From an optimization exercise on the open Yosys and OpenROAD flow, aimed at small area, a short achievable clock period and few clock cycles per item; shortcuts taken in it are not production practice. At most, simulation tests tie the RTL to the original design; equivalence was not proved. No activity file was given, so power comes from the tool's default toggle rates.

// euclidean_integer_divider_top
module euclidean_integer_divider_top #(
   parameter int KS = 2       
) (
   input  wire logic              clock,
   input  wire logic              reset,
   input  wire logic              req_valid,
   output logic                   req_ready,
   input  edv_pkg::req_type       req_data,
   output logic                   rsp_valid,
   input  wire logic              rsp_ready,
   output edv_pkg::rsp_type       rsp_data
);
Settings: LEC_CHECK=0, CAP_MARGIN=20, CORE_MARGIN=2, CORE_UTILIZATION=40, PLACE_DENSITY=0.6, SETUP_SLACK_MARGIN=2.0, SLEW_MARGIN=20; clock period 5.0 ns.
standard.sh (not shown) runs the stock make flow with config.mk's settings and CLKGATE_MAP_FILE= SYNTH_SCRIPT=/design/flow/synth_recipe.tcl, a recipe that flattens the netlist after the stock synthesis.
==> flow/flow/run.sh <==
#!/bin/bash
# The standard layout (standard.sh), run in three parts, with these
# changes to how the layout is made:
# - synthesis does not extract full/half adders into sky130 fa/ha cells
#   before ABC (ADDER_MAP_FILE empty), so the carry-save and prefix logic
#   maps as gates;
# - ABC maps with flow/abc_speed.script (structural choices, then delay-
#   oriented mapping) instead of ORFS's, from a copy of ORFS's scripts folder
#   that differs only in that file;
# - during placement only, the delay cells (clkdlybuf4s*, dlygate*, dlymetal*)
#   are also don't-use, so the port buffers that placement inserts on every
#   input and output are plain buffers rather than delay cells.
# Registers, names and all other steps are the standard flow's. Each part's
# make output goes to its own log here; ORFS's per-step logs stay under
# orfs/logs.
set -euo pipefail
rm -rf scripts
cp -r "$FLOW_HOME/scripts" scripts
cp flow/abc_speed.script scripts/abc_speed.script
common=(SCRIPTS_DIR="$PWD/scripts" ADDER_MAP_FILE=)
bash standard.sh "${common[@]}" synth floorplan > flow_synth_floorplan.log 2>&1
du=$(make -s -C "$FLOW_HOME" DESIGN_CONFIG="$PWD/config.mk" WORK_HOME="$PWD/orfs" print-DONT_USE_CELLS | sed -n 's/^DONT_USE_CELLS: //p')
dly="sky130_fd_sc_hd__clkdlybuf4s15_1 sky130_fd_sc_hd__clkdlybuf4s15_2 sky130_fd_sc_hd__clkdlybuf4s18_1 sky130_fd_sc_hd__clkdlybuf4s18_2 sky130_fd_sc_hd__clkdlybuf4s25_1 sky130_fd_sc_hd__clkdlybuf4s25_2 sky130_fd_sc_hd__clkdlybuf4s50_1 sky130_fd_sc_hd__clkdlybuf4s50_2 sky130_fd_sc_hd__dlygate4sd1_1 sky130_fd_sc_hd__dlygate4sd2_1 sky130_fd_sc_hd__dlygate4sd3_1 sky130_fd_sc_hd__dlymetal6s2s_1 sky130_fd_sc_hd__dlymetal6s4s_1 sky130_fd_sc_hd__dlymetal6s6s_1"
bash standard.sh "${common[@]}" DONT_USE_CELLS="$du $dly" place > flow_place.log 2>&1
bash standard.sh "${common[@]}" finish > flow_finish.log 2>&1
==> flow/flow/abc_speed.script <==
strash
dch -f
map
topo
buffer -c
upsize -c
dnsize -c
Testbench counts at the start, summed over its fixed seeds: cycles 37,141, items 3,600.
Edit:
--- a/flow/design.v
+++ b/flow/design.v
@@ -109,50 +109,48 @@
    logic [31:0]   d_q;           
    logic          bneg_q;        
    logic          bz_q;          
    logic          dbz_q;
    logic [CW-1:0] cnt_q;         
    logic          fst_q;         
+   logic [KS-1:0] pdp_q, pdn_q;  
+   logic          ofs_q;         
    logic          act_q;         
    logic          pc_q;          
    logic          vld_q;
    wire [31:0] a = req_data.dividend;
    wire [31:0] b = req_data.divisor;
    wire [30:0] bx = b[30:0] ^ {31{b[31]}};
    logic       unused_v;
    logic [4:0] z;
    edv_lzc u_lz (.x({bx, 1'b1}), .v(unused_v), .c(z));
+   logic [4:0] zf_q;     
+   logic       pv_q;     
+   always_ff @(posedge clock) begin
+      zf_q <= z;
+   end
    logic [CW-1:0] cyc;
-   logic [P:0]    epad;    
+   logic [P:0]    epad;
    always_comb begin
       cyc  = '0;
       epad = '0;
       for (int i = 0; i < 32; i++) begin
-         if (z == 5'(i)) begin
+         if (zf_q == 5'(i)) begin
             cyc  = CW'((i + 2 + KS - 1) / KS);
             epad = (P+1)'(1) << (((i + 2 + KS - 1) / KS) * KS - (i + 2));
          end
       end
-   end
-   logic [4:0]    zf_q;
-   logic [P:0]    epf_q;
-   logic [CW-1:0] cyf_q;
-   logic          pv_q;     
-   always_ff @(posedge clock) begin
-      zf_q  <= z;
-      epf_q <= epad;
-      cyf_q <= cyc;
    end
    wire [31:0] bn = b << zf_q;
    logic [WN-1:0] w0, c0;
    always_comb begin
       w0 = '0;
       c0 = '0;
       for (int e = 0; e <= P; e++) begin
-         w0 = w0 | ({WN{epf_q[e]}} & ({{(WN-32){a[31]}}, a} << (P - e)));
-         c0 = c0 | ({WN{epf_q[e] & b[31]}} & ({{(WN-32){b[31]}}, b} << (P - e)));
+         w0 = w0 | ({WN{epad[e]}} & ({{(WN-32){a[31]}}, a} << (P - e)));
+         c0 = c0 | ({WN{epad[e] & b[31]}} & ({{(WN-32){b[31]}}, b} << (P - e)));
       end
    end
    wire [YN-1:0] dx   = {{(YN-34-P){d_q[31]}}, d_q, {(P+2){1'b0}}};
    wire          dneg = d_q[31];
    function automatic logic [1:0] dsel(input logic [3:0] est, input logic neg);
       logic ge0, m1;
@@ -206,17 +204,17 @@
          assign wc[j+1] = {wcw[WN-1:WN-FW], wcf[WN-FW-1:0]};
       end else begin : g_nowin
          assign ws[j+1] = wsf;
          assign wc[j+1] = wcf;
       end
    end
-   wire signed [KS+1:0] dpv = {2'b00, dp};
-   wire signed [KS+1:0] dnv = {2'b00, dn};
+   wire signed [KS+1:0] dpv = {2'b00, pdp_q};
+   wire signed [KS+1:0] dnv = {2'b00, pdn_q};
    wire signed [KS+1:0] v   = dpv - dnv;
-   wire [32:0] s_q  = fst_q ? 33'd0 : q_q;
-   wire [32:0] s_qm = fst_q ? {33{1'b1}} : qm_q;
+   wire [32:0] s_q  = ofs_q ? 33'd0 : q_q;
+   wire [32:0] s_qm = ofs_q ? {33{1'b1}} : qm_q;
    function automatic logic [32:0] otf(input logic signed [KS+1:0] u,
                                        input logic [32:0] sm1, input logic [32:0] s0);
       logic signed [KS+1:0] h;
       h = u >>> KS;
       if (h < 0) otf = {sm1[32-KS:0], u[KS-1:0]};
       else       otf = {s0[32-KS:0], u[KS-1:0]};
@@ -227,46 +225,49 @@
    logic [WN-2:0] unused_s;
    logic          wcarry;
    edv_add #(.N(WN-1)) u_sgn (.a(ws_q[WN-2:0]), .b(wc_q[WN-2:0]), .ci(1'b0), .s(unused_s), .co(wcarry));
    wire        wneg = ws_q[WN-1] ^ wc_q[WN-1] ^ wcarry;
    wire        k0   = !bz_q && !(wneg ^ bneg_q);
    wire        km   = !bz_q && (wneg ^ bneg_q);
-   wire [32:0] qf   = ({33{k0}} & q_q) | ({33{km}} & qm_q);
-   wire wait1 = fst_q && vld_q && !rsp_ready;
-   wire step  = act_q && !pc_q && !wait1;
-   wire load  = req_valid && pv_q && (!act_q || pc_q || wait1);
-   wire take  = step && fst_q;
+   wire [32:0] qf   = ({33{k0}} & q_n) | ({33{km}} & qm_n);
+   wire blk  = act_q && ofs_q && vld_q;
+   wire step = act_q && !pc_q && !blk;
+   wire take = act_q && ofs_q && !vld_q;
+   wire load = req_valid && pv_q && (!act_q || (pc_q && !ofs_q) || blk);
    always_ff @(posedge clock) begin
       if (load) begin
          d_q    <= bn;
          bneg_q <= b[31];
          bz_q   <= (b == 32'd0);
       end
    end
    always_ff @(posedge clock) begin
       if (load) begin
          ws_q  <= w0;
          wc_q  <= c0;
          {qp0_q, qn0_q} <= dsel(w0[WN-1:WN-4] + c0[WN-1:WN-4], b[31]);
-         cnt_q <= cyf_q;
+         cnt_q <= cyc;
          fst_q <= 1'b1;
       end else begin
          ws_q  <= ws[KS];
          wc_q  <= wc[KS];
          {qp0_q, qn0_q} <= {qp[KS], qn[KS]};
          cnt_q <= cnt_q - 1'b1;
          fst_q <= 1'b0;
       end
    end
    always_ff @(posedge clock) begin
-      qm_q <= qm_n;
-   end
-   always_ff @(posedge clock) begin
-      if (step) begin
+      pdp_q <= dp;
+      pdn_q <= dn;
+      qm_q  <= qm_n;
+      ofs_q <= !load && (step ? fst_q : (ofs_q && !pc_q));
+   end
+   always_ff @(posedge clock) begin
+      if (step && !fst_q) begin
          q_q <= q_n;
-      end else if (pc_q) begin
+      end else if (pc_q && !blk) begin
          q_q   <= qf;
          dbz_q <= bz_q;
       end
    end
    always_ff @(posedge clock) begin
       if (reset) begin
@@ -275,13 +276,13 @@
          pc_q  <= 1'b0;
          vld_q <= 1'b0;
       end else begin
          pv_q  <= req_valid && !take;
          act_q <= load || (act_q && !pc_q);
          pc_q  <= step && (cnt_q == CW'(1));
-         vld_q <= pc_q || (vld_q && !rsp_ready);
+         vld_q <= (pc_q && !blk) || (vld_q && !rsp_ready);
       end
    end
    assign req_ready = take;
    assign rsp_valid = vld_q;
    assign rsp_data  = {q_q, dbz_q};
 endmodule
The new run went through all stages and came out clean.
Utilization came out lower by 1.1 points.
Final area falls by about 5.5%.
Total power fell by about 5.4%.
Critical path depth falls by 6.
Routed wire length is lower by 4.0%.
Count of clock-buffer cells in the layout went up by 1.
Hold slack got worse by 0.013 ns.
Via count fell by about 5.5%.
Function not checked in the second run of this note: the RTL went through the layout flow alone.

port drivers added, routing unchanged:
The flow's constraints put no driver on any port. The routed layouts listed below were extracted and timed again, unchanged, in two steps. Step 1: set_driving_cell puts a clkbuf_16 on clock and a buf_2 on each other input, an assumption about the parent block. Step 2 adds t to the input delays and takes it off the output delays; t is the mean of the earliest and latest rising clock arrival at the registers after step 1. Input paths then give back, and output paths get back, about the clock's delay inside the block. Three values: ideal ports, drivers, drivers and shift; two values: the first two.
run	t (ns)	slack for setup (ns)	worst hold slack (ns)	worst slew at a driven data input, ns	pins driven straight from the clock port
the first run	0.516	2.103 / 2.095 / 1.647	0.438 / 0.438 / 0.438	0.04	1
the second run	0.508	2.036 / 2.070 / 1.562	0.425 / 0.425 / 0.425	0.05	1
After both steps every run listed still meets setup and hold. The setup slack of the second run, which loses most, moves by +0.034 ns with the drivers and by -0.474 ns with both steps.
